What follows belongs to an exercise in optimizing a design on an open flow for small area, a short achievable clock period and few clock cycles per item; a production flow would make more cautious choices.
In this exercise RTL edits were held to simulation tests only and were not proved equivalent to the original.
Power figures rest on the tool's default switching activity, not on a simulated workload.

==> inputs of run M <==
## sbus_top
module sbus_top (
    input  logic                                         clk,
    input  logic                                         rst_n,
    input  logic [3-1:0]                 cmd_valid,
    input  logic [3*(1 + 6 + 4*32)-1:0]     cmd,
    output logic [3-1:0]                 cmd_ready,
    output logic [3-1:0]                 rsp_valid,
    output logic [3*(1 + 4*32)-1:0]     rsp,
    input  logic [3-1:0]                 rsp_ready
);
    localparam int NM    = 3;
    localparam int DW    = 32;
    localparam int AW    = 6;
    localparam int BL    = 4;
    localparam int CW    = (1 + 6 + 4*32);
    localparam int RW    = (1 + 4*32);
    localparam int DEPTH = 64;
    localparam int ROWS  = DEPTH / BL;
    logic [NM-1:0] busy;    
    logic [NM-1:0] grant;   
    logic [NM-1:0] acc;
    logic [NM-1:0] take;
    logic [NM-1:0] free_n;  
    logic [NM-1:0] grant_d;
    assign acc       = cmd_valid & grant;
    assign take      = rsp_ready & busy;
    assign free_n    = ~(acc | (busy & ~take));
    assign cmd_ready = grant;
    assign rsp_valid = busy;
    logic [NM-1:0] last;    
    logic [NM-1:0] idle_q;  
    logic [NM-1:0] idle_d;
  ...
==> module sbus_top, before the edit <==
module sbus_top (
    input  logic                                         clk,
    input  logic                                         rst_n,
    input  logic [3-1:0]                 cmd_valid,
    input  logic [3*(1 + 6 + 4*32)-1:0]     cmd,
    output logic [3-1:0]                 cmd_ready,
    output logic [3-1:0]                 rsp_valid,
    output logic [3*(1 + 4*32)-1:0]     rsp,
    input  logic [3-1:0]                 rsp_ready
);
    localparam int NM    = 3;
    localparam int DW    = 32;
    localparam int AW    = 6;
    localparam int BL    = 4;
    localparam int CW    = (1 + 6 + 4*32);
    localparam int RW    = (1 + 4*32);
    localparam int DEPTH = 64;
    localparam int ROWS  = DEPTH / BL;
    logic [NM-1:0] busy;    
    logic [NM-1:0] grant;   
    logic [NM-1:0] acc;
    logic [NM-1:0] take;
    logic [NM-1:0] free_n;  
    logic [NM-1:0] grant_d;
    assign acc       = cmd_valid & grant;
    assign take      = rsp_ready & busy;
    assign free_n    = ~(acc | (busy & ~take));
    assign cmd_ready = grant;
    assign rsp_valid = busy;
    logic [NM-1:0] last;    
    logic [NM-1:0] idle_q;  
    logic [NM-1:0] idle_d;
    logic [NM-1:0] elig;
    logic [2:0]    credit [NM];
    logic [2:0]    credit_d [NM];
    assign idle_d = (idle_q | (grant & ~cmd_valid)) & free_n & ~cmd_valid;
    assign elig   = ((free_n & ~idle_d) != '0) ? (free_n & ~idle_d) : free_n;
    always_comb begin
        logic all_pos;
        all_pos = 1'b1;
        for (int i = 0; i < NM; i++) begin
            credit_d[i] = (acc[i] && credit[i] != 3'd7) ? credit[i] + 3'd1 : credit[i];
            if (credit_d[i] == '0) all_pos = 1'b0;
        end
        if (all_pos) begin
            for (int i = 0; i < NM; i++) credit_d[i] = credit_d[i] - 3'd1;
        end
    end
    logic [NM-1:0] beats [NM];
    always_comb begin
        for (int j = 0; j < NM; j++) begin
            for (int i = 0; i < NM; i++) begin
                int rj, ri;   
                rj = 0;
                ri = 0;
                for (int l = 0; l < NM; l++) begin
                    if (last[l]) begin
                        rj = (j + NM - l - 1) % NM;
                        ri = (i + NM - l - 1) % NM;
                    end
                end
                beats[j][i] = (j != i) &&
                              ((credit[j] < credit[i]) || (credit[j] == credit[i] && rj < ri));
            end
        end
    end
    always_comb begin
        for (int i = 0; i < NM; i++) begin
            logic lost;
            lost = 1'b0;
            for (int j = 0; j < NM; j++) begin
                if (beats[j][i] && elig[j]) lost = 1'b1;
            end
            grant_d[i] = elig[i] && !lost;
        end
    end
    always_ff @(posedge clk or negedge rst_n) begin
        if (!rst_n) begin
            busy   <= '0;
            grant  <= NM'(1);
            last   <= NM'(1) << (NM - 1);
            idle_q <= '0;
            for (int i = 0; i < NM; i++) credit[i] <= '0;
        end else begin
            busy   <= ~free_n;
            grant  <= grant_d;
            idle_q <= idle_d;
            if (grant_d != '0) begin
                last <= grant_d;
            end
            for (int i = 0; i < NM; i++) credit[i] <= credit_d[i];
        end
    end
    logic          s_wr;
    logic [BL*DW-1:0] s_data;
    logic          s_acc;
    always_comb begin
        s_wr   = 1'b0;
        s_data = '0;
        for (int i = 0; i < NM; i++) begin
            if (grant[i]) begin
                s_wr   = s_wr   | cmd[i*CW + BL*DW + AW];
                s_data = s_data | cmd[i*CW +: BL*DW];
            end
        end
    end
    assign s_acc = |acc;
    logic [1:0]      lo;
    logic [ROWS-1:0] rsel [BL];  
    always_comb begin
        logic [1:0]      m_lo;
        logic [AW-3:0]   m_hi;
        logic [ROWS-1:0] m_dec;
        lo = '0;
        for (int j = 0; j < BL; j++) rsel[j] = '0;
        for (int i = 0; i < NM; i++) begin
            m_lo = cmd[i*CW + BL*DW +: 2];
            m_hi = cmd[i*CW + BL*DW + 2 +: AW-2];
            for (int r = 0; r < ROWS; r++) m_dec[r] = (m_hi == (AW-2)'(r));
            if (grant[i]) lo = lo | m_lo;
            for (int j = 0; j < BL; j++) begin
                for (int r = 0; r < ROWS; r++) begin
                    if (grant[i] && ((2'(j) < m_lo) ? m_dec[(r + ROWS - 1) % ROWS] : m_dec[r])) begin
                        rsel[j][r] = 1'b1;
                    end
                end
            end
        end
    end
    logic [DW-1:0] mem [DEPTH];
    logic [DEPTH-1:0] vld;
    logic [DW-1:0]   bank_rd [BL];
    logic [DW-1:0]   bank_wd [BL];
    logic [DW-1:0]   rd [BL];
    logic            wr_go;
    assign wr_go = s_acc && s_wr;
    always_comb begin
        logic bank_vl;
        for (int j = 0; j < BL; j++) begin
            bank_rd[j] = '0;
            bank_vl    = 1'b0;
            for (int r = 0; r < ROWS; r++) begin
                if (rsel[j][r]) begin
                    bank_rd[j] = bank_rd[j] | mem[r*BL + j];
                    bank_vl    = bank_vl | vld[r*BL + j];
                end
            end
            bank_rd[j] = bank_rd[j] & {DW{bank_vl}};
            bank_wd[j] = s_data[((j - lo) & (BL - 1))*DW +: DW];
        end
        for (int k = 0; k < BL; k++) begin
            rd[k] = bank_rd[(lo + k) & (BL - 1)];
        end
    end
    always_ff @(posedge clk) begin
        for (int j = 0; j < BL; j++) begin
            for (int r = 0; r < ROWS; r++) begin
                if (wr_go && rsel[j][r]) begin
                    mem[r*BL + j] <= bank_wd[j];
                end
            end
        end
    end
    always_ff @(posedge clk or negedge rst_n) begin
        if (!rst_n) begin
            vld <= '0;
        end else begin
            for (int j = 0; j < BL; j++) begin
                for (int r = 0; r < ROWS; r++) begin
                    if (wr_go && rsel[j][r]) begin
                        vld[r*BL + j] <= 1'b1;
                    end
                end
            end
        end
    end
    logic [NM-1:0]    r_wr;
    logic [BL*DW-1:0] r_data [NM];
    always_ff @(posedge clk) begin
        for (int i = 0; i < NM; i++) begin
            if (acc[i]) begin
                r_wr[i] <= s_wr;
                for (int k = 0; k < BL; k++) begin
                    r_data[i][k*DW +: DW] <= rd[k];
                end
            end
        end
    end
    always_comb begin
        for (int i = 0; i < NM; i++) begin
            rsp[i*RW +: RW] = {r_wr[i], r_data[i]};
        end
    end
endmodule
Settings: LEC_CHECK=0, CAP_MARGIN=30, CORE_MARGIN=2, CORE_UTILIZATION=30, PLACE_DENSITY=0.75, SETUP_SLACK_MARGIN=3.8, SLEW_MARGIN=30; clock period 7.5 ns.
standard.sh (not shown) runs the stock make flow with config.mk's settings and CLKGATE_MAP_FILE= SYNTH_SCRIPT=/design/flow/synth_recipe.tcl, a recipe that flattens the netlist after the stock synthesis.
==> flow/flow/run.sh <==
#!/bin/bash
# The standard layout with these changes:
# - the port buffers are buf_2 cells (the default pick is a slow delay buffer);
# - the resizer may swap a cell for one of another footprint, so it can
#   upsize the port buffers and the logic;
# - clock tree synthesis clusters up to 30 sinks per leaf buffer and inserts
#   no dummy loads.
set -euo pipefail
bash standard.sh MATCH_CELL_FOOTPRINT=0 \
    "BUFFER_PORTS_ARGS=-buffer_cell sky130_fd_sc_hd__buf_2" \
    "CTS_ARGS=-sink_clustering_enable -repair_clock_nets -sink_clustering_size 30 -sink_clustering_max_diameter 60 -dont_use_dummy_load" \
    finish > standard.log 2>&1
==> run G (differences from run M) <==
--- a/flow/design.v
+++ b/flow/design.v
@@ -29,67 +29,27 @@
     assign cmd_ready = grant;
     assign rsp_valid = busy;
     logic [NM-1:0] last;    
-    logic [NM-1:0] idle_q;  
-    logic [NM-1:0] idle_d;
-    logic [NM-1:0] elig;
-    logic [2:0]    credit [NM];
-    logic [2:0]    credit_d [NM];
-    assign idle_d = (idle_q | (grant & ~cmd_valid)) & free_n & ~cmd_valid;
-    assign elig   = ((free_n & ~idle_d) != '0) ? (free_n & ~idle_d) : free_n;
     always_comb begin
-        logic all_pos;
-        all_pos = 1'b1;
-        for (int i = 0; i < NM; i++) begin
-            credit_d[i] = (acc[i] && credit[i] != 3'd7) ? credit[i] + 3'd1 : credit[i];
-            if (credit_d[i] == '0) all_pos = 1'b0;
-        end
-        if (all_pos) begin
-            for (int i = 0; i < NM; i++) credit_d[i] = credit_d[i] - 3'd1;
-        end
-    end
-    logic [NM-1:0] beats [NM];
-    always_comb begin
-        for (int j = 0; j < NM; j++) begin
+        grant_d = '0;
+        for (int k = 1; k <= NM; k++) begin
             for (int i = 0; i < NM; i++) begin
-                int rj, ri;   
-                rj = 0;
-                ri = 0;
-                for (int l = 0; l < NM; l++) begin
-                    if (last[l]) begin
-                        rj = (j + NM - l - 1) % NM;
-                        ri = (i + NM - l - 1) % NM;
-                    end
+                if (last[(i + NM - k) % NM] && grant_d == '0 && free_n[i]) begin
+                    grant_d[i] = 1'b1;
                 end
-                beats[j][i] = (j != i) &&
-                              ((credit[j] < credit[i]) || (credit[j] == credit[i] && rj < ri));
             end
-        end
-    end
-    always_comb begin
-        for (int i = 0; i < NM; i++) begin
-            logic lost;
-            lost = 1'b0;
-            for (int j = 0; j < NM; j++) begin
-                if (beats[j][i] && elig[j]) lost = 1'b1;
-            end
-            grant_d[i] = elig[i] && !lost;
         end
     end
     always_ff @(posedge clk or negedge rst_n) begin
         if (!rst_n) begin
-            busy   <= '0;
-            grant  <= NM'(1);
-            last   <= NM'(1) << (NM - 1);
-            idle_q <= '0;
-            for (int i = 0; i < NM; i++) credit[i] <= '0;
+            busy  <= '0;
+            grant <= NM'(1);
+            last  <= NM'(1) << (NM - 1);
         end else begin
-            busy   <= ~free_n;
-            grant  <= grant_d;
-            idle_q <= idle_d;
+            busy  <= ~free_n;
+            grant <= grant_d;
             if (grant_d != '0) begin
                 last <= grant_d;
             end
-            for (int i = 0; i < NM; i++) credit[i] <= credit_d[i];
         end
     end
     logic          s_wr;
@@ -136,17 +96,13 @@
     logic            wr_go;
     assign wr_go = s_acc && s_wr;
     always_comb begin
-        logic bank_vl;
         for (int j = 0; j < BL; j++) begin
             bank_rd[j] = '0;
-            bank_vl    = 1'b0;
             for (int r = 0; r < ROWS; r++) begin
-                if (rsel[j][r]) begin
+                if (rsel[j][r] && vld[r*BL + j]) begin
                     bank_rd[j] = bank_rd[j] | mem[r*BL + j];
-                    bank_vl    = bank_vl | vld[r*BL + j];
                 end
             end
-            bank_rd[j] = bank_rd[j] & {DW{bank_vl}};
             bank_wd[j] = s_data[((j - lo) & (BL - 1))*DW +: DW];
         end
         for (int k = 0; k < BL; k++) begin
==> flow/flow/run.sh (replaced) <==
#!/bin/bash
# The standard layout with two changes: the port buffers are buf_2 cells
# (the default pick is a slow delay buffer), and the resizer may swap a cell
# for one of another footprint, so it can upsize them and the logic.
set -euo pipefail
bash standard.sh MATCH_CELL_FOOTPRINT=0 "BUFFER_PORTS_ARGS=-buffer_cell sky130_fd_sc_hd__buf_2" finish > standard.log 2>&1
--- a/flow/config.mk
+++ b/flow/config.mk
@@ -7,7 +7,6 @@
 export LEC_CHECK = 0
 export CAP_MARGIN = 30
 export CORE_MARGIN = 2
-export CORE_UTILIZATION = 30
-export PLACE_DENSITY = 0.75
-export SETUP_SLACK_MARGIN = 3.8
+export CORE_UTILIZATION = 55
+export SETUP_SLACK_MARGIN = 3.9
 export SLEW_MARGIN = 30
==> qor summary <==
item	run G	run M
Status	no timing/DRC/antenna violations	no timing/DRC/antenna violations
Summed instance area of the synthesized netlist	98700 µm²	98500 µm²
First element of the critical path	cmd[399]	cmd[128]
Portion of the post-synthesis area used by sequential elements	75.9%	76.4%
Row cnt	155	210
Design area	125000 µm²	123000 µm²
Met2 WL post-DR	177000 µm	178000 µm
Routed vias	71200	69400
Headroom to the max-slew limit	21.4%	26.1%
Proportion of cell area occupied by multi-input gates	21.7%	21.8%
DR WL/cell	42.3 µm	37.4 µm
Highest-power group	sequential cells	combinational logic
Area fraction of the dominant cell type after synthesis	74.1%	74.2%
Number of antenna violations at the first check in global routing	78	51
Worst-Skew Late Latency	0.89 ns	0.85 ns
Wire length reported by the detailed router	415000 µm	425000 µm
Met1 Routed Length	144000 µm	132000 µm
H-tree depth	4	3
Starting density of the core	55.3%	30.1%
Number of buffers inserted to repair setup after CTS	228	262
Final core occ	70.3%	37.5%
Testbench counts of run M, summed over its fixed seeds: cycles 1,251, items 960.
Testbench counts of run G, summed over its fixed seeds: cycles 1,290, items 960.

## port drivers added, routing unchanged
In the flow no input, the clock included, has a driving cell. The finished layouts below were timed again as built, in two steps.
Step 1 (the two cells are an assumption about what drives the block):
set clk [get_ports {clk}]
set_driving_cell -lib_cell sky130_fd_sc_hd__clkbuf_16 $clk
set_driving_cell -lib_cell sky130_fd_sc_hd__buf_2 [delete_from_list [all_inputs] $clk]
Step 2 adds t to the input delays and takes it off the output delays; t is the mean of the earliest and latest rising clock arrival at the registers after step 1. Input paths then give back, and output paths get back, about the clock's delay inside the block.
a / b / c = ideal ports / drivers / drivers and shift; a / b = the first two.
run	t, ns	setup slack, ns	worst setup path after step 2
run M	0.858	3.440 / 3.327 / 2.469	input to register
run G	0.986	3.561 / 3.368 / 2.382	input to register
After both steps setup and hold are still met in every run listed. The setup slack of run G, which loses most, moves by -0.193 ns with the drivers and by -1.179 ns with both steps.
